From an optimization exercise on the open Yosys and OpenROAD flow, aimed at small area, a short achievable clock period and few clock cycles; shortcuts taken in it are not production practice.
The RTL was checked by simulation tests, not by an equivalence proof against the original design.
Power is estimated from default activity; no workload was simulated.

**design/flow/design.v**
```verilog
package cpu_pkg;
    typedef enum logic [4:0] {
        OP_ADD  = 5'd0,  OP_SUB = 5'd1,  OP_CMP = 5'd5,  OP_AND = 5'd6,  OP_OR  = 5'd7,
        OP_NOT  = 5'd8,  OP_MOV = 5'd9,  OP_LSL = 5'd10, OP_LSR = 5'd11, OP_ASR = 5'd12,
        OP_NOP  = 5'd13, OP_LD  = 5'd14, OP_ST  = 5'd15, OP_BEQ = 5'd16, OP_BGT = 5'd17,
        OP_B    = 5'd18, OP_CALL = 5'd19, OP_RET = 5'd20
    } opcode_e;
    localparam int OP_LO  = 27;
    localparam int I_BIT  = 26;
    localparam int RD_LO  = 22;
    localparam int RS1_LO = 18;
    localparam int RS2_LO = 14;
    function automatic logic isLegal(input logic [4:0] op);
        isLegal = op <= 5'd20 && !(op >= 5'd2 && op <= 5'd4);
    endfunction
endpackage
module dp_alu #(
    parameter int DATA_W = 32
) (
    input  logic [DATA_W-1:0] A,
    input  logic [DATA_W-1:0] B,
    input  logic [$clog2(DATA_W)-1:0] Sh,   
    input  logic              fSub,    
    input  logic              fArith,  
    input  logic              fAnd,
    input  logic              fOr,
    input  logic              fNot,
    input  logic              fMov,
    input  logic              fLsl,
    input  logic              fShr,    
    input  logic              fAsr,
    output logic [DATA_W-1:0] result,
    output logic              E,       
    output logic              GT       
);
    localparam int SH_W = $clog2(DATA_W);
    logic [SH_W-1:0]   sh;
    logic [DATA_W-1:0] sum, shIn, shOut, shRev;
    logic [DATA_W:0]   sumx;
    logic              fillBit, ovf;
    assign sh = Sh;
    assign sumx = {A, 1'b1} + {B ^ {DATA_W{fSub}}, fSub};
    assign sum = sumx[DATA_W:1];
    assign ovf = (A[DATA_W-1] != B[DATA_W-1]) && (sum[DATA_W-1] != A[DATA_W-1]);
    assign E = sum == '0;
    assign GT = !E && (sum[DATA_W-1] == ovf);
    always_comb
        for (int i = 0; i < DATA_W; i++) begin
            shIn[i] = fLsl ? A[DATA_W-1-i] : A[i];
            shRev[i] = shOut[DATA_W-1-i];
        end
    assign fillBit = fAsr & A[DATA_W-1];
    assign shOut = DATA_W'($signed({fillBit, shIn}) >>> sh);
    always_comb
        result = fArith ? sum :
                 ({DATA_W{fAnd}}   & (A & B))
               | ({DATA_W{fOr}}    & (A | B))
               | ({DATA_W{fNot}}   & ~B)
               | ({DATA_W{fMov}}   & B)
               | ({DATA_W{fLsl}}   & shRev)
               | ({DATA_W{fShr}}   & shOut);
endmodule
module multicycle_datapath #(
    parameter int DATA_W  = 32,
    parameter int NREG    = 16,
    parameter int IADDR_W = 10,
    parameter int DADDR_W = 10
) (
    input  logic               clk,
    input  logic               rst,
    output logic               imem_req,
    output logic [IADDR_W-1:0] imem_addr,
    input  logic               imem_ack,
    input  logic [31:0]        imem_rdata,
    output logic               dmem_req,
    output logic               dmem_we,
    output logic [DADDR_W-1:0] dmem_addr,
    output logic [DATA_W-1:0]  dmem_wdata,
    input  logic               dmem_ack,
    input  logic [DATA_W-1:0]  dmem_rdata,
    output logic [31:0]        pc,
    output logic               halted,
    output logic               err
);
    localparam int RI_W = $clog2(NREG);
    localparam logic [RI_W-1:0] RA = 4'd15;    
    logic [31:0]       fpc;                  
    logic              rstQ, stopF;         
    logic              irV, irCall;
    logic              irSpec, resolveOk;    
    logic [31:0]       ir;                   
    logic [RI_W-1:0]   irRb;                 
    logic              xV, xWe, xLd, xSt, xCmp, xSub, xArith, xAnd, xOr, xNot, xMov, xLsl, xShr, xAsr;
    logic [RI_W-1:0]   xRd;
    logic [DATA_W-1:0] xA, xB;               
    logic [4:0]        xSh;                  
    logic [DADDR_W-1:0] xAddr;             
    logic              flagE, flagGt;
    logic [NREG-1:0][DATA_W-1:0] regs;
    logic [DATA_W-1:0] aluRes, xRes;
    logic              stallX, xE, xGt;
    dp_alu #(.DATA_W(DATA_W)) uAlu (
        .A(xA), .B(xB), .Sh(xSh), .fSub(xSub), .fArith(xArith), .fAnd(xAnd), .fOr(xOr), .fNot(xNot),
        .fMov(xMov), .fLsl(xLsl), .fShr(xShr), .fAsr(xAsr), .result(aluRes), .E(xE), .GT(xGt)
    );
    assign xRes = xLd ? dmem_rdata : aluRes;
    assign stallX = xV && (xLd || xSt) && !dmem_ack;
    assign dmem_req = xV && (xLd || xSt);
    assign dmem_we = xSt;
    assign dmem_addr = xAddr;
    assign dmem_wdata = xB;
    logic [DATA_W-1:0] wData;
    logic [NREG-1:0]   wEn;
    assign wData = rstQ ? '0 : xRes;
    always_comb
        for (int i = 0; i < NREG; i++) wEn[i] = rstQ || (xV && xWe && xRd == RI_W'(i));
    always_ff @(posedge clk)
        for (int i = 0; i < NREG; i++)
            if (wEn[i]) regs[i] <= wData;
    always_ff @(posedge clk)
        if (rst) begin
            flagE <= 1'b0;
            flagGt <= 1'b0;
        end else if (xV && xCmp) begin
            flagE <= xE;
            flagGt <= xGt;
        end
    logic [4:0]        dOp;
    logic [RI_W-1:0]   dRd, dRs1, dRbIdx;
    logic              dI, dSt, dLd, dCmp, dWe, dAdv, dHaz, dGo;
    logic [DADDR_W+1:0] dAddr;
    logic [DATA_W-1:0] rA, rB, opA, opBr, immx, dB;
    logic [15:0]       imm16;
    logic              fill;
    assign dOp = ir[cpu_pkg::OP_LO +: 5];
    assign dI = ir[cpu_pkg::I_BIT];
    assign dRd = irCall ? RA : ir[cpu_pkg::RD_LO +: RI_W];
    assign dRs1 = ir[cpu_pkg::RS1_LO +: RI_W];
    assign dSt = !irCall && dOp == cpu_pkg::OP_ST;
    assign dLd = !irCall && dOp == cpu_pkg::OP_LD;
    assign dCmp = !irCall && dOp == cpu_pkg::OP_CMP;
    assign dWe = irCall || !(dOp == cpu_pkg::OP_CMP || dOp == cpu_pkg::OP_ST);
    assign dRbIdx = irRb;
    logic [NREG-1:0] selA, selB;
    always_comb begin
        rA = '0;
        rB = '0;
        for (int i = 0; i < NREG; i++) begin
            selA[i] = dRs1 == RI_W'(i);
            selB[i] = dRbIdx == RI_W'(i);
            rA = rA | (regs[i] & {DATA_W{selA[i]}});
            rB = rB | (regs[i] & {DATA_W{selB[i]}});
        end
    end
    assign opA = xV && xWe && xRd == dRs1 ? xRes : rA;
    assign opBr = xV && xWe && xRd == dRbIdx ? xRes : rB;
    assign imm16 = ir[15:0];
    assign fill = ir[17:16] == 2'b00 ? imm16[15] : ir[17:16] == 2'b10;
    assign immx = ir[17:16] == 2'b11 ? DATA_W'({imm16, 16'h0000}) : {{(DATA_W-16){fill}}, imm16};
    assign dAddr = rA[DADDR_W+1:0] + (dI ? immx[DADDR_W+1:0] : rB[DADDR_W+1:0]);
    assign dHaz = (dLd || dSt) && xV && xWe && (xRd == dRs1 || (!dI && xRd == dRbIdx));
    assign dAdv = !stallX;
    assign dGo = dAdv && !dHaz && !(irSpec && !resolveOk);
    always_ff @(posedge clk)
        if (rst) xV <= 1'b0;
        else if (dAdv) xV <= irV && !dHaz && !(irSpec && !resolveOk);
    assign dB = irCall ? ir : dI && !dSt ? immx : opBr;
    always_ff @(posedge clk) begin
        xA <= opA;
        xSh <= dB[4:0];
    end
    always_ff @(posedge clk)
        if (dAdv) begin
            xB <= dB;
            xAddr <= dAddr[DADDR_W+1:2];
            xRd <= dRd;
            xWe <= dWe;
            xLd <= dLd;
            xSt <= dSt;
            xCmp <= dCmp;
        end
    always_ff @(posedge clk) begin
        xSub <= !irCall && (dOp == cpu_pkg::OP_SUB || dOp == cpu_pkg::OP_CMP);
        xArith <= !irCall && (dOp == cpu_pkg::OP_ADD || dOp == cpu_pkg::OP_SUB);
        xAnd <= !irCall && dOp == cpu_pkg::OP_AND;
        xOr <= !irCall && dOp == cpu_pkg::OP_OR;
        xNot <= !irCall && dOp == cpu_pkg::OP_NOT;
        xMov <= irCall || dOp == cpu_pkg::OP_MOV;
        xLsl <= !irCall && dOp == cpu_pkg::OP_LSL;
        xShr <= !irCall && (dOp == cpu_pkg::OP_LSR || dOp == cpu_pkg::OP_ASR);
        xAsr <= !irCall && dOp == cpu_pkg::OP_ASR;
    end
    logic [4:0]       fOp;
    logic             fLegal, fB, fCond, fCall, fRet, fNop, fPush, fBr, fSpecOk, fBlock, fConsume, irFree;
    logic             fUnres, fPredict, fPredT, fTaken, fJump, dWrRa, xWrRa;
    logic [31:0]      fpc4, ftgt, ra;
    logic [IADDR_W:0] fLoSum;
    logic             fCross;
    logic             pend, pendBgt, pendPredT, altFix, kill;
    logic [1:0]       pStage;                     
    logic             mispred, redirect;
    logic [31:0]      altPc;                      
    logic             fixPend, fixC;
    logic [16:0]      fixHi;
    assign fOp = imem_rdata[cpu_pkg::OP_LO +: 5];
    assign fLegal = cpu_pkg::isLegal(fOp);
    assign fB = fOp == cpu_pkg::OP_B;
    assign fCond = fOp == cpu_pkg::OP_BEQ || fOp == cpu_pkg::OP_BGT;
    assign fCall = fOp == cpu_pkg::OP_CALL;
    assign fRet = fOp == cpu_pkg::OP_RET;
    assign fNop = fOp == cpu_pkg::OP_NOP;
    assign fBr = fB || fCond || fCall;
    assign fPush = fLegal && !(fB || fCond || fRet || fNop);
    assign fSpecOk = (fPush && !fCall) || fNop;   
    assign fpc4 = fpc + 32'd4;
    assign fLoSum = {1'b0, fpc[IADDR_W+1:2]} + {1'b0, imem_rdata[IADDR_W-1:0]};
    assign fCross = !((imem_rdata[26:10] == '0 && !fLoSum[IADDR_W]) || (imem_rdata[26:10] == '1 && fLoSum[IADDR_W]));
    assign ftgt = {fpc[31:12], fLoSum[IADDR_W-1:0], fpc[1:0]};
    assign fUnres = (irV && dCmp) || (xV && xCmp);
    assign fPredict = fCond && fUnres;
    assign fPredT = imem_rdata[26];
    assign fTaken = fB || fCall || (fOp == cpu_pkg::OP_BEQ && flagE) || (fOp == cpu_pkg::OP_BGT && flagGt);
    assign fJump = fPredict ? fPredT : fTaken;
    assign dWrRa = irV && dWe && dRd == RA;
    assign xWrRa = xV && xWe && xRd == RA;
    assign ra = regs[15];
    assign mispred = pend && pStage == 2'd2 && ((pendBgt ? flagGt : flagE) != pendPredT);
    assign resolveOk = pend && pStage == 2'd2 && !mispred;
    assign redirect = (mispred || kill) && imem_ack;
    assign irFree = !irV || dGo;
    assign fBlock = (fPush && !irFree) || (fRet && (dWrRa || xWrRa))
                  || (pend && pStage == 2'd0) || (pend && pStage == 2'd1 && !fSpecOk)
                  || mispred || kill || fixPend;
    assign fConsume = imem_req && imem_ack && !fBlock;
    assign imem_req = !rstQ && !stopF;
    assign imem_addr = fpc[IADDR_W+1:2];
    always_ff @(posedge clk) rstQ <= rst;
    always_ff @(posedge clk)
        if (rst) begin
            fpc <= '0;
            stopF <= 1'b0;
        end else if (redirect)
            fpc <= altPc;
        else if (fixPend)
            fpc[31:12] <= fpc[31:12] + {{3{fixHi[16]}}, fixHi} + 20'(fixC);
        else if (fConsume) begin
            if (!fLegal) stopF <= 1'b1;
            else if (fRet) fpc <= ra;
            else if (fBr && fJump) fpc <= ftgt;
            else fpc <= fpc4;
        end
    always_ff @(posedge clk)
        if (rst) fixPend <= 1'b0;
        else fixPend <= (fConsume && fBr && fJump && fCross) || (redirect && altFix);
    always_ff @(posedge clk)
        if (fConsume && fBr) begin
            fixHi <= imem_rdata[26:10];
            fixC <= fLoSum[IADDR_W];
        end
    always_ff @(posedge clk)
        if (rst) begin
            pend <= 1'b0;
            kill <= 1'b0;
        end else begin
            if (!pend || pStage == 2'd2) begin
                pend <= fConsume && fPredict;
                pStage <= irV && dCmp ? (dGo ? 2'd1 : 2'd0) : 2'd2;
            end else if (pStage == 2'd1 || dGo)
                pStage <= pStage + 2'd1;
            kill <= (mispred || kill) && !imem_ack;
        end
    always_ff @(posedge clk)
        if (fConsume && fPredict) begin
            pendBgt <= fOp == cpu_pkg::OP_BGT;
            pendPredT <= fPredT;
            altPc <= fPredT ? fpc4 : ftgt;
            altFix <= !fPredT && fCross;
        end
    always_ff @(posedge clk)
        if (rst || (mispred && irSpec)) begin
            irV <= 1'b0;
            irSpec <= 1'b0;
        end else if (irFree) begin
            irV <= fConsume && fPush;
            irSpec <= fConsume && fPush && pend && pStage == 2'd1;
        end else if (resolveOk)
            irSpec <= 1'b0;
    always_ff @(posedge clk)
        if (irFree) begin
            ir <= fCall ? fpc4 : imem_rdata;
            irRb <= fOp == cpu_pkg::OP_ST ? imem_rdata[cpu_pkg::RD_LO +: RI_W] : imem_rdata[cpu_pkg::RS2_LO +: RI_W];
            irCall <= fCall;
        end
    assign pc = fpc;
    assign halted = stopF && !irV && !xV;
    assign err = halted;
endmodule
```
**design/flow/flow/run.sh**
```bash
#!/bin/bash
# Layout: the standard ORFS flow, with changes only to how the layout is optimised:
set -euo pipefail
cd "$(dirname "$0")/.."
bash standard.sh \
  "SETUP_SLACK_MARGIN=9" \
  "TNS_END_PERCENT=0" \
  "BUFFER_PORTS_ARGS=-buffer_cell sky130_fd_sc_hd__buf_2" \
  finish > flow.log 2>&1
```
**design/flow/standard.sh**
```bash
#!/bin/bash
# synth_recipe.tcl (not shown) runs the flow's synth.tcl, then flattens the netlist and writes it again
# the make line also repeats each setting of config.mk as NAME=value (left out here)
make -C /OpenROAD-flow-scripts/flow DESIGN_CONFIG=/design/flow/config.mk WORK_HOME=/design/flow/orfs CLKGATE_MAP_FILE= SYNTH_SCRIPT=/design/flow/synth_recipe.tcl "${@:-finish}"
```
**design/flow/config.mk**
```make
export PLATFORM = sky130hd
export DESIGN_NAME = multicycle_datapath
export DESIGN_NICKNAME = multicycle_datapath
export VERILOG_FILES = /design/flow/design.v
export SDC_FILE = /design/flow/constraint.sdc
export NUM_CORES = 4
export LEC_CHECK = 0
export CAP_MARGIN = 20
export CORE_MARGIN = 2
export CORE_UTILIZATION = 50
export SLEW_MARGIN = 20
```
**design/flow/constraint.sdc**
```tcl
create_clock -name core_clock -period 10.0 [get_ports {clk}]
set_input_delay 2.0000 -clock core_clock [delete_from_list [all_inputs] [get_ports {clk}]]
set_output_delay 2.0000 -clock core_clock [all_outputs]
set_load 0.01 [all_outputs]
```
==> flow_metrics.py, run 1 <==
metrics = {
    "setup_path": {
        "r2r-start": "xSub",
        "critical_path.endpoint": "flagGt",
        "critical_path_class": "reg2reg",
        "worstPathArrival_ps": 4660,
        "worstPathMaxFanout": 5,
        "rr_endpoint": "flagGt",
        "required_ps": 10540,
        "endpoint_kind": "register",
        "reg2reg_depth": 16,
        "reg2reg_slack_ps": 5880,
        "startpoint": "xSub",
        "critPathLaunchType": "register",
    },
    "sta": {
        "skew_ps": 58.8,
        "finalWorstSetupSlack_ps": 5880,
        "final.min_clock_period_ps": 4120,
        "relSlewSlack_pct": 21.0,
        "period_share_pct": 41.2,
        "final-setup-viol-count": 0,
        "hold_viol_final": 0,
        "max_freq_mhz": 243,
        "worst_pin_slew_ps": 1180,
        "setup_tns_ps": 0,
        "maxSlewViolCount": 0,
        "rsz0062_at_grt": "true",
    },
    "grt": {
        "grt_max_degree": 58,
        "grt_pass1_vias": 33705,
        "grt.overflow.total": 0,
        "grt_pass1_wl_microns": 246000,
        "antenna_found_initial": 15,
        "grt_use_total_pct": 42.1,
    },
    "yosys": {
        "syn_inst": 3556,
        "synth-compound-area-share_pct": 22.2,
        "ys_warn_count": 2,
        "yosysUniqueCellTypes": 95,
        "synth_fp_nets": 3702,
        "avgSynthCellArea_sq_um": 11.2,
        "synth_seq_cells": 742,
        "ys_seq_area_share_pct": 53.7,
        "synth_top_family_by_area": "compound AO/OA/AOI/OAI gates",
        "async_flop_share_pct": 0,
        "synth_simple_gate_area_share_pct": 10.9,
        "synthMuxAreaShare_pct": 3.86,
        "synth-main-ff-cell": "edfxtp_1",
        "synth-xor-area-share_pct": 3.25,
        "syn-cell-area_sq_um": 39800,
        "synth_edf_count": 654,
        "synthAdderAreaFrac_pct": 2.51,
    },
    "detailed_routing": {
        "first_pass_iters": 7,
        "wirelength_microns": 178000,
        "route.detailed.drc": 0,
        "via_per_inst": 7.39,
        "drt-initial-drc-count": 6634,
        "drtAntennaViolNets": 0,
        "dr_total_vias": 36002,
        "post_drt_wl_per_cell_microns": 36.5,
    },
    "clocking": {
        "cts-buffers-inserted": 81,
        "clock_sinks": 742,
        "clkTransAtPathRegs_ps": 70,
        "hold_buffers": 0,
        "clk_path_buf_depth": 3,
        "insertion_delay_ps": 670,
        "cts_root_buffer": "clkbuf_16",
        "cts.htree.levels": 3,
        "cts_tree": "built",
    },
    "finish": {
        "final_cell_mix": "edfxtp_1 (654), nand2_1 (252), nor2_1 (225)",
        "drive_above_1_share_pct": 20.5,
        "synthToLayoutAreaGrowth_pct": 17.3,
        "regArea_sq_um": 21400,
        "multi_input_area_sq_um": 18200,
        "final_nets": 3900,
        "nFillCells": 6497,
        "layout_commonest_cell": "edfxtp_1",
    },
    "placement": {
        "gp_congestion": 1.01,
        "pre_cts_slack_ps": 4480,
        "dp_hpwl_microns": 111000,
        "portBuffers": 156,
    },
    "flow_run": {
        "maxCapViolations": 0,
    },
    "die": {
        "ioPinCount": 157,
        "start_util_pct": 50.5,
        "dieArea_sq_um": 81900,
        "die_height_microns": 286,
        "fp.dieW_microns": 286,
        "core_sq_um": 78900,
        "std_cell_rows": 103,
    },
    "status": {
        "status": "no timing/DRC/antenna violations",
    },
    "power_and_ir_drop": {
        "leakagePower_uw": 0.0171,
        "p_per_area_nw_per_um2": 200,
        "vdd_drop_max_mv": 0.140,
    },
    "min_path": {
        "min_path_type": "reg2reg",
    },
}
sequential cells by signal (all words and copies together) (netlist names), 2 cells and up:
signal	cells
xB	32
xA	32
regs	512
ir	32
xRd	4
xSh	5
fpc	32
irRb	4
pStage	2
xAddr	10
altPc	32
fixHi	17
how the worst min path moves through the flow:
| stage | from | endpoint | slack (ps) | cells after the start |
|---|---|---|---|---|
| after CTS | altFix | fixPend | 480 | 2 |
| after floorplan | altFix | fixPend | 450 | 2 |
| after global routing | altFix | fixPend | 530 | 2 |
| final | altFix | fixPend | 480 | 2 |
| after global placement | altFix | fixPend | 460 | 2 |
| after detailed placement | altFix | fixPend | 460 | 2 |
cell usage after synthesis, types with 13 or more instances:
| cell | n | share of area, % |
|---|---|---|
| nand2b_1 | 26 | 0.41 |
| mux4_2 | 42 | 2.4 |
| mux2i_1 | 33 | 0.83 |
| xnor2_1 | 88 | 1.9 |
| nand2_1 | 261 | 2.5 |
| mux2_2 | 22 | 0.62 |
| nor3_1 | 90 | 1.1 |
| buf_1 | 22 | 0.21 |
| o21ai_0 | 135 | 1.7 |
| a221oi_1 | 147 | 3.2 |
| nand3_1 | 96 | 1.2 |
| edfxtp_1 | 654 | 49 |
| buf_2 | 21 | 0.26 |
| inv_1 | 72 | 0.68 |
| nor4_1 | 14 | 0.22 |
| and3_1 | 20 | 0.31 |
| a21oi_1 | 193 | 2.4 |
| o211ai_1 | 28 | 0.53 |
| and2_1 | 13 | 0.20 |
| a31oi_1 | 40 | 0.63 |
| nor2_1 | 273 | 2.6 |
| nand4_1 | 79 | 1.2 |
| a22o_1 | 145 | 3.2 |
| o21a_1 | 18 | 0.34 |
| a21o_1 | 34 | 0.64 |
| a22oi_1 | 222 | 4.2 |
| o221ai_1 | 14 | 0.31 |
| dfxtp_1 | 88 | 4.4 |
| a211oi_1 | 92 | 1.7 |
| or2_2 | 13 | 0.20 |
| xor2_1 | 58 | 1.3 |
| ha_1 | 75 | 2.4 |
| clkbuf_1 | 200 | 1.9 |
cells by family (layout without fill, tap and decap cells):
family	after synthesis	in the layout
DFF	742	742
AOI/OAI and AO/OA	1216	1216
xor gates and xnor gates	147	147
and+or+nand+nor	935	936
other	0	7
buffers and inverters	340	600
adders and majority gates	78	78
muxes	98	98
per-stage QoR:
step	total power [uW]	instance area, sq um	instances	hold WS, ps	utilization (%)
final	9360	46700	4874	484	59.3
after global routing	9580	46700	4868	526	59.2
after CTS	9210	46200	4845	484	58.6
after detailed placement	6060	41900	4591	465	53.2
after global placement	6050	41900	4591	464	53.2
after floorplan	5190	39900	3556	447	-
critical path: stages, from the launching register on:
cell and delay [ps]:
dfxtp_4 410, buf_12 170, xor2_1 160, ha_1 350
a21o_1 220, a221oi_4 270, buf_6 160, buf_6 110
o21ai_4 50, xnor2_2 230, nand4_1 140, nand4b_1 330
a2111oi_4 410, o2111ai_2 170, nor4b_2 350, nand4b_1 220
a32o_1 250
cell type report:
cell class | count | share of cell area [%]
multi-input cells | 2475 | 39.0
repair buffers | 374 | 6.04
clock inverters | 48 | 1.07
repair inverters | 3 | 0.0375
inverters | 77 | 0.637
well taps | 1050 | 2.81
clock buffers | 98 | 4.59
flip-flops and latches | 742 | 45.8
diodes | 7 | 0.0375
layer usage:
metal	part of all wire [%]	vias to the layer above	track usage, %
met5	0.062	-	0.291
li1	-	14514	-
met4	8.2	16	27.6
met1	35	17500	53.9
met2	43	3208	62.5
met3	14	764	11.9
timing repair:
action,CTS,global route
pin swaps,63,35
endpoints found under the setup margin,1483,1483
setup buffers,101,19
resized for setup,186,58
cloned,7,3
report_power, final:
part           internal (uW)  switching [uW]  total (uW)  leakage, uW
logic                    790            1400        2190      0.00836
registers               3780             373        4160      0.00745
clock network           1700            1310        3010      0.00128
Testbench counts, summed over its fixed seeds: cycles 17,542.
==> inputs of run 2 (changes only) <==
--- a/design/flow/design.v
+++ b/design/flow/design.v
@@ -32,4 +32,5 @@
     output logic [DATA_W-1:0] result,
-    output logic              E,       
-    output logic              GT       
+    output logic [3:0]        Z,       
+    output logic              N,       
+    output logic              V        
 );
@@ -44,4 +45,6 @@
     assign ovf = (A[DATA_W-1] != B[DATA_W-1]) && (sum[DATA_W-1] != A[DATA_W-1]);
-    assign E = sum == '0;
-    assign GT = !E && (sum[DATA_W-1] == ovf);
+    always_comb
+        for (int i = 0; i < 4; i++) Z[i] = sum[8*i +: 8] == 8'd0;
+    assign N = sum[DATA_W-1];
+    assign V = ovf;
     always_comb
@@ -98,8 +101,11 @@
     logic              flagE, flagGt;
+    logic [3:0]        fz;                   
+    logic              fn, fv;
     logic [NREG-1:0][DATA_W-1:0] regs;
     logic [DATA_W-1:0] aluRes, xRes;
-    logic              stallX, xE, xGt;
+    logic              stallX, xN, xV2;
+    logic [3:0]        xZ;
     dp_alu #(.DATA_W(DATA_W)) uAlu (
         .A(xA), .B(xB), .Sh(xSh), .fSub(xSub), .fArith(xArith), .fAnd(xAnd), .fOr(xOr), .fNot(xNot),
-        .fMov(xMov), .fLsl(xLsl), .fShr(xShr), .fAsr(xAsr), .result(aluRes), .E(xE), .GT(xGt)
+        .fMov(xMov), .fLsl(xLsl), .fShr(xShr), .fAsr(xAsr), .result(aluRes), .Z(xZ), .N(xN), .V(xV2)
     );
@@ -121,8 +127,12 @@
         if (rst) begin
-            flagE <= 1'b0;
-            flagGt <= 1'b0;
+            fz <= '0;
+            fn <= 1'b1;
+            fv <= 1'b0;
         end else if (xV && xCmp) begin
-            flagE <= xE;
-            flagGt <= xGt;
+            fz <= xZ;
+            fn <= xN;
+            fv <= xV2;
         end
+    assign flagE = &fz;
+    assign flagGt = !flagE && fn == fv;
     logic [4:0]        dOp;
--- a/design/flow/config.mk
+++ b/design/flow/config.mk
@@ -9,3 +9,6 @@
 export CORE_MARGIN = 2
-export CORE_UTILIZATION = 50
+export CORE_UTILIZATION = 65
+export CTS_BUF_LIST = sky130_fd_sc_hd__clkbuf_8
+export CTS_CLUSTER_DIAMETER = 100
+export CTS_CLUSTER_SIZE = 12
 export SLEW_MARGIN = 20
==> flow_metrics.py, run 2 <==
metrics = {
    "yosys": {
        "async_flop_share_pct": 0,
        "avgSynthCellArea_sq_um": 11.2,
        "synth-main-ff-cell": "edfxtp_1",
        "synth_fp_nets": 3793,
        "synth_most_common_cell": "edfxtp_1",
        "ys_seq_area_share_pct": 52.4,
        "yosysUniqueCellTypes": 94,
        "synthTopCellsByArea": "edfxtp_1 (48%), dfxtp_1 (4.5%), a22oi_1 (3.8%)",
        "synth_top_area_share_pct": 47.9,
        "syn_inst": 3647,
        "synth.top_cells.by_count": "edfxtp_1 (654), nor2_1 (272), clkbuf_1 (219)",
        "synth_seq_cells": 746,
        "syn-cell-area_sq_um": 41000,
        "synth.largest_area_cell": "edfxtp_1",
        "ys_warn_count": 2,
        "synth_edf_count": 654,
    },
    "clocking": {
        "cts_root_buffer": "clkbuf_8",
        "cts_tree": "built",
        "clock_sinks": 746,
        "hold_buffers": 0,
        "clk_path_buf_depth": 3,
        "cts.htree.levels": 3,
        "clkTransAtPathRegs_ps": 90,
        "insertion_delay_ps": 750,
        "cts-buffers-inserted": 73,
    },
    "finish": {
        "drive_above_1_share_pct": 20.1,
        "final_nets": 3965,
        "top_register": "regs",
        "largest_register_ffs": 512,
        "final_cell_mix": "edfxtp_1 (654), a22oi_1 (209), nor2_1 (206)",
        "layout_commonest_cell": "edfxtp_1",
        "stdcell_area_sq_um": 46400,
        "synthToLayoutAreaGrowth_pct": 13.1,
    },
    "detailed_routing": {
        "dr_total_vias": 37861,
        "route.detailed.drc": 0,
        "drtAntennaViolNets": 0,
        "post_drt_wl_per_cell_microns": 36.2,
        "wirelength_microns": 170000,
        "first_pass_iters": 12,
        "drt-initial-drc-count": 8370,
        "via_per_inst": 8.06,
    },
    "grt": {
        "grt_use_total_pct": 51.4,
        "grt_pass1_vias": 35653,
        "antenna_found_initial": 9,
        "grt.overflow.total": 0,
        "grt_max_degree": 62,
        "grt_pass1_wl_microns": 239000,
    },
    "setup_path": {
        "worstPathMaxFanout": 31,
        "critPathMaxStageDelay_ps": 880,
        "critPathLaunchType": "register",
        "path_delay_family": "simple AND/OR/NAND/NOR gates",
        "path_cells": "buf_4 > nand2b_1 > nor3_1 > nand2_1 > and2_1 > nor2_1 > nand2_1 > a21oi_1 > a211o_1",
        "required_ps": 10540,
        "slowest_stage": "nor2_1",
        "endpoint_kind": "register",
        "worst-path-buf-inv": 1,
        "critical_path_class": "reg2reg",
        "reg2reg_slack_ps": 6170,
        "worstPathArrival_ps": 4360,
        "cpMostUsedCell": "nand2_1",
    },
    "power_and_ir_drop": {
        "swShare_pct": 35.7,
        "p_per_area_nw_per_um2": 181,
        "vdd_drop_max_mv": 0.153,
        "p_int_uw": 5390,
        "pwr-share-clk_pct": 21.5,
        "leakagePower_uw": 0.0170,
        "share_comb_of_total_power_pct": 28.5,
        "p_seq_share_pct": 50.0,
        "power.switching_uw": 2990,
    },
    "placement": {
        "place_area_sq_um": 42800,
        "gp_congestion": 1.05,
        "dp_hpwl_microns": 105000,
        "portBuffers": 156,
    },
    "sta": {
        "setup_tns_ps": 0,
        "max_freq_mhz": 261,
        "worst_pin_slew_ps": 1190,
        "final.min_clock_period_ps": 3830,
        "relSlewSlack_pct": 19.7,
        "final-setup-viol-count": 0,
        "maxSlewViolCount": 0,
        "rsz0062_at_grt": "true",
        "hold_viol_final": 0,
        "skew_ps": 67.0,
        "period_share_pct": 38.3,
        "hold_ws_ps": 477,
    },
    "die": {
        "ioPinCount": 157,
        "fp.dieW_microns": 255,
        "die_height_microns": 255,
        "start_util_pct": 65.4,
        "dieArea_sq_um": 65100,
        "core_sq_um": 62700,
        "std_cell_rows": 92,
    },
    "min_path": {
        "min_path_type": "reg2reg",
    },
    "flow_run": {
        "maxCapViolations": 0,
    },
    "status": {
        "status": "no timing/DRC/antenna violations",
    },
}
run 2: cell types whose count changed after synthesis, sizes merged, moves of 12 or more:
cell,delta
mux2i,+12
clkbuf,+19
nand2,-58
nand4,-17
a22oi,-12
mux4,+20
a211oi,-22
nand3,+24
run 2: cell families (layout without fill, tap and decap cells):
| family | count (synthesis) | in the layout | synth area share [%] |
|---|---|---|---|
| AO/OA/AOI/OAI | 1254 | 1254 | 22.2 |
| AND/OR/NAND/NOR | 914 | 919 | 10.6 |
| flip-flops | 746 | 746 | 52.4 |
| buffers and inverters | 359 | 553 | 3.57 |
| XOR/XNOR | 155 | 155 | 3.31 |
| multiplexers | 140 | 140 | 5.45 |
| adder cells (fa/ha/maj) | 79 | 79 | 2.46 |
| other | 0 | 8 | 0 |
run 2: power by group through the flow:
stage               clock [uW]  sequential (uW)  combinational [uW]
floorplan                    0             4040                1250
global placement             0             4200                1910
detailed placement           0             4220                1950
CTS                       1770             4140                2190
global route              1890             4180                2450
finish                    1800             4190                2390
run 2: layer usage:
metal | up-vias | part of all wire (%) | track usage, %
li1 | 14916 | - | -
met1 | 17742 | 32 | 63.1
met2 | 4040 | 40 | 71.5
met3 | 1153 | 19 | 24.1
met4 | 10 | 9.1 | 36.3
met5 | - | 0.078 | 1.13
run 2: through the flow:
step	instances	utilization [%]	setup WS, ps	total power [uW]
floorplan	3647	-	5680	5290
global placement	4465	68.2	4550	6110
detailed placement	4465	68.2	4470	6170
CTS	4665	73.2	6340	8100
global route	4693	73.9	6120	8520
finish	4700	73.9	6170	8370
run 2: final cells by class:
class,count,area [sq um]
timing repair buffer,376,2960
inverter,74,285
clock inverter,29,216
tap,846,1060
antenna,8,20.0
clock buffer,73,1000
sequential,746,21500
multi-input combinational,2547,19300
timing repair inverter,1,7.51
fill,4235,16400
run 2: path summary, 6_finish.rpt:
check	from	endpoint	cells after the start
worst min register to register	fz[3]	fz[3]	2
worst max-delay path	irCall	xB[4]	9
worst max register to register	irCall	xB[4]	9
worst min-delay path	fz[3]	fz[3]	2
run 2: tightest hold or removal path, stage by stage (launching register included):
cell and delay (ps):
dfxtp_1 320, nand2_1 50, o31ai_1 50
run 2: what timing repair did:
| item | CTS | global route |
|---|---|---|
| resized for setup | 223 | 61 |
| endpoints found under the setup margin | 1487 | 1487 |
| pin swaps | 55 | 37 |
| gates cloned | 12 | 2 |
| buffers inserted | 86 | 25 |
| endpoints found under the hold margin | 0 | 0 |
Testbench counts of run 2, summed over its fixed seeds: cycles 17,542.
==> inputs of run 3 (changes only) <==
--- a/design/flow/design.v
+++ b/design/flow/design.v
@@ -264,4 +264,6 @@
         else fixPend <= (fConsume && fBr && fJump && fCross) || (redirect && altFix);
+    logic capEn;
+    assign capEn = (!pend && !kill) || resolveOk;
     always_ff @(posedge clk)
-        if (fConsume && fBr) begin
+        if (capEn) begin
             fixHi <= imem_rdata[26:10];
@@ -282,3 +284,3 @@
     always_ff @(posedge clk)
-        if (fConsume && fPredict) begin
+        if (capEn) begin
             pendBgt <= fOp == cpu_pkg::OP_BGT;
--- a/design/flow/config.mk
+++ b/design/flow/config.mk
@@ -9,3 +9,3 @@
 export CORE_MARGIN = 2
-export CORE_UTILIZATION = 65
+export CORE_UTILIZATION = 58
 export CTS_BUF_LIST = sky130_fd_sc_hd__clkbuf_8
==> flow_metrics.py, run 3 <==
metrics = {
    "yosys": {
        "async_flop_share_pct": 0,
        "ys_seq_area_share_pct": 51.9,
        "synth-main-ff-cell": "edfxtp_1",
        "syn-cell-area_sq_um": 41300,
        "synthTopCellsByArea": "edfxtp_1 (47%), dfxtp_1 (4.5%), a22oi_1 (4.0%)",
        "yosysUniqueCellTypes": 100,
        "syn_inst": 3716,
        "synth_most_common_cell": "edfxtp_1",
        "synth.largest_area_cell": "edfxtp_1",
        "avgSynthCellArea_sq_um": 11.1,
        "synth_top_area_share_pct": 47.5,
        "ys_warn_count": 2,
        "synth_seq_cells": 745,
        "synth_fp_nets": 3862,
        "synth.top_cells.by_count": "edfxtp_1 (653), nor2_1 (256), nand2_1 (240)",
        "synth_edf_count": 653,
    },
    "finish": {
        "drive_above_1_share_pct": 19.0,
        "final_cell_mix": "edfxtp_1 (653), nand2_1 (229), a22oi_1 (220)",
        "fin_cells": 4839,
        "synthToLayoutAreaGrowth_pct": 12.3,
        "largest_register_ffs": 512,
        "top_register": "regs",
        "layout_commonest_cell": "edfxtp_1",
        "final_nets": 4006,
    },
    "setup_path": {
        "rr_endpoint": "xAddr[9]",
        "critical_path_class": "reg2reg",
        "worstPathMaxFanout": 6,
        "endpoint_kind": "register",
        "required_ps": 10480,
        "reg2reg_depth": 16,
        "r2r-start": "irRb[3]",
        "critPathLaunchType": "register",
        "startpoint": "irRb[3]",
        "reg2reg_slack_ps": 5970,
        "worstPathArrival_ps": 4500,
    },
    "sta": {
        "maxSlewViolCount": 0,
        "relSlewSlack_pct": 22.5,
        "final-setup-viol-count": 0,
        "period_share_pct": 40.3,
        "final.min_clock_period_ps": 4030,
        "worst_pin_slew_ps": 1160,
        "rsz0062_at_grt": "true",
        "setup_tns_ps": 0,
        "max_freq_mhz": 248,
        "hold_viol_final": 0,
        "skew_ps": 69.0,
    },
    "grt": {
        "use_met1_pct": 61.1,
        "grt_pass1_wl_microns": 252000,
        "grt-busiest-layer": "met2",
        "grt_use_total_pct": 47.5,
        "grt_pass1_vias": 35705,
        "grt_max_degree": 52,
        "grt.overflow.total": 0,
        "grt_use_met2_pct": 66.5,
        "use_met3_pct": 16.9,
        "antenna_found_initial": 9,
    },
    "detailed_routing": {
        "drtAntennaViolNets": 0,
        "drt-initial-drc-count": 8173,
        "wirelength_microns": 180000,
        "route.detailed.drc": 0,
        "dr_total_vias": 38448,
        "first_pass_iters": 12,
        "via_per_inst": 7.95,
        "post_drt_wl_per_cell_microns": 37.2,
    },
    "power_and_ir_drop": {
        "leakagePower_uw": 0.0171,
        "vdd_drop_max_mv": 0.183,
        "p_per_area_nw_per_um2": 178,
    },
    "clocking": {
        "clock_sinks": 745,
        "cts_tree": "built",
        "clkTransAtPathRegs_ps": 100,
        "insertion_delay_ps": 750,
        "cts_root_buffer": "clkbuf_8",
        "cts-buffers-inserted": 73,
        "cts.htree.levels": 3,
        "clk_path_buf_depth": 3,
    },
    "min_path": {
        "min_to": "fz[1]",
        "holdPathStages": 2,
        "min_path_type": "reg2reg",
        "worstHoldStart": "fz[1]",
    },
    "die": {
        "ioPinCount": 157,
        "dieArea_sq_um": 73400,
        "fp.dieW_microns": 271,
        "die_height_microns": 271,
        "core_sq_um": 70300,
        "start_util_pct": 58.8,
        "std_cell_rows": 97,
    },
    "placement": {
        "gp_congestion": 1.04,
        "numPlacedInstances": 4627,
        "dp_hpwl_microns": 114000,
        "portBuffers": 156,
    },
    "status": {
        "status": "no timing/DRC/antenna violations",
    },
    "flow_run": {
        "maxCapViolations": 0,
    },
}
run 3: critical path, stage by stage (launching register included):
cell      delay (ps)
edfxtp_1         550
buf_6            190
nor4bb_4         150
buf_4            170
a22o_1           250
a221oi_2         180
nand3_1          170
nor2_4           320
o21ai_2           90
ha_1             330
nor2_2            60
a41oi_4          290
o211ai_1         240
a21oi_2          260
nor2_2            70
a211o_1          300
xnor2_1          130
run 3: timing repair:
action	4_1_cts	5_1_grt
buffers inserted	87	4
cloned	7	0
hold buffers	0	0
pin swaps	62	11
resized for setup	246	3
setup endpoints to repair	1485	1485
run 3: cell type report:
class                           instances  area [sq um]
Timing Repair Buffer                  353          2760
Sequential cell                       745         21500
Tap cell                              940          1180
Fill cell                            5307         23900
Antenna cell                           10          25.0
Clock buffer                           73          1000
Multi-Input combinational cell       2602         19400
Clock inverter                         31           186
Inverter                               85           333
run 3: worst max path at each step:
stage	endpoint	slack, ps	cells past startpoint
floorplan	fpc[31]	5980	11
global placement	fpc[28]	4940	9
detailed placement	regs[255]	4840	12
CTS	xAddr[9]	6290	17
global route	xAddr[9]	5950	18
finish	xAddr[9]	5970	16
run 3: routing by layer:
| layer | part of all wire, % | routed length (microns) |
|---|---|---|
| met1 | 33 | 60000 |
| met2 | 41 | 73200 |
| met3 | 17 | 30100 |
| met4 | 9.3 | 16700 |
| met5 | 0.017 | 31 |
run 3: logic make-up (layout without fill, tap and decap cells):
kind of cell	Yosys count	after routing	synth area share, %
AND/OR/NAND/NOR	967	968	11.2
adder cells (fa/ha/maj)	79	79	2.44
other	0	10	0
multiplexers	138	138	5.10
AO/OA/AOI/OAI	1278	1278	22.5
flip-flops	745	745	51.9
buffers and inverters	370	542	3.83
XOR/XNOR	139	139	2.97
run 3: report_power, final:
part | internal [uW] | total [uW] | leakage [uW] | switching (uW)
Sequential | 3800 | 4200 | 0.00757 | 401
Clock | 685 | 1770 | 0.000675 | 1090
Combinational | 815 | 2300 | 0.00888 | 1490
run 3: metrics by stage:
step | hold WS, ps | total power (uW) | utilization, % | area [sq um] | setup slack [ps]
after floorplan | 425 | 5330 | - | 41400 | 5980
after global placement | 434 | 6190 | 61.5 | 43200 | 4940
after detailed placement | 453 | 6230 | 61.5 | 43200 | 4840
after CTS | 471 | 8100 | 65.9 | 46300 | 6290
after global routing | 488 | 8440 | 66.0 | 46400 | 5950
final | 467 | 8270 | 66.0 | 46400 | 5970
Testbench counts of run 3, summed over its fixed seeds: cycles 17,542.

==> static timing again, ports no longer ideal <==
No port has a modelled driver above. Below, the same layouts with a new extraction and two added sets of constraints.
Step 1 assumes that a clkbuf_16 drives the clock port and a buf_2 every other input.
Step 2 moves the port delays by t, midway between the first and last clock arrival at a register: inputs arrive t later, outputs are due t later. That takes back most of the time a late clock gives input paths.
a / b / c = ideal / step 1 / step 2; a / b = the first two.
| run | t, ns | slack for setup (ns) | hold WS [ns] | cell pins on the clock port's net |
|---|---|---|---|---|
| run 1 | 0.709 | 5.878 / 5.878 / 5.369 | 0.484 / 0.484 / 0.484 | 1 |
| run 2 | 0.777 | 6.174 / 6.174 / 5.513 | 0.477 / 0.477 / 0.477 | 1 |
| run 3 | 0.777 | 5.975 / 5.975 / 5.543 | 0.467 / 0.467 / 0.467 | 1 |
After both steps setup and hold are still met in every run listed. The setup slack of run 2, which loses most, moves by 0.000 ns with the drivers and by -0.661 ns with both steps.
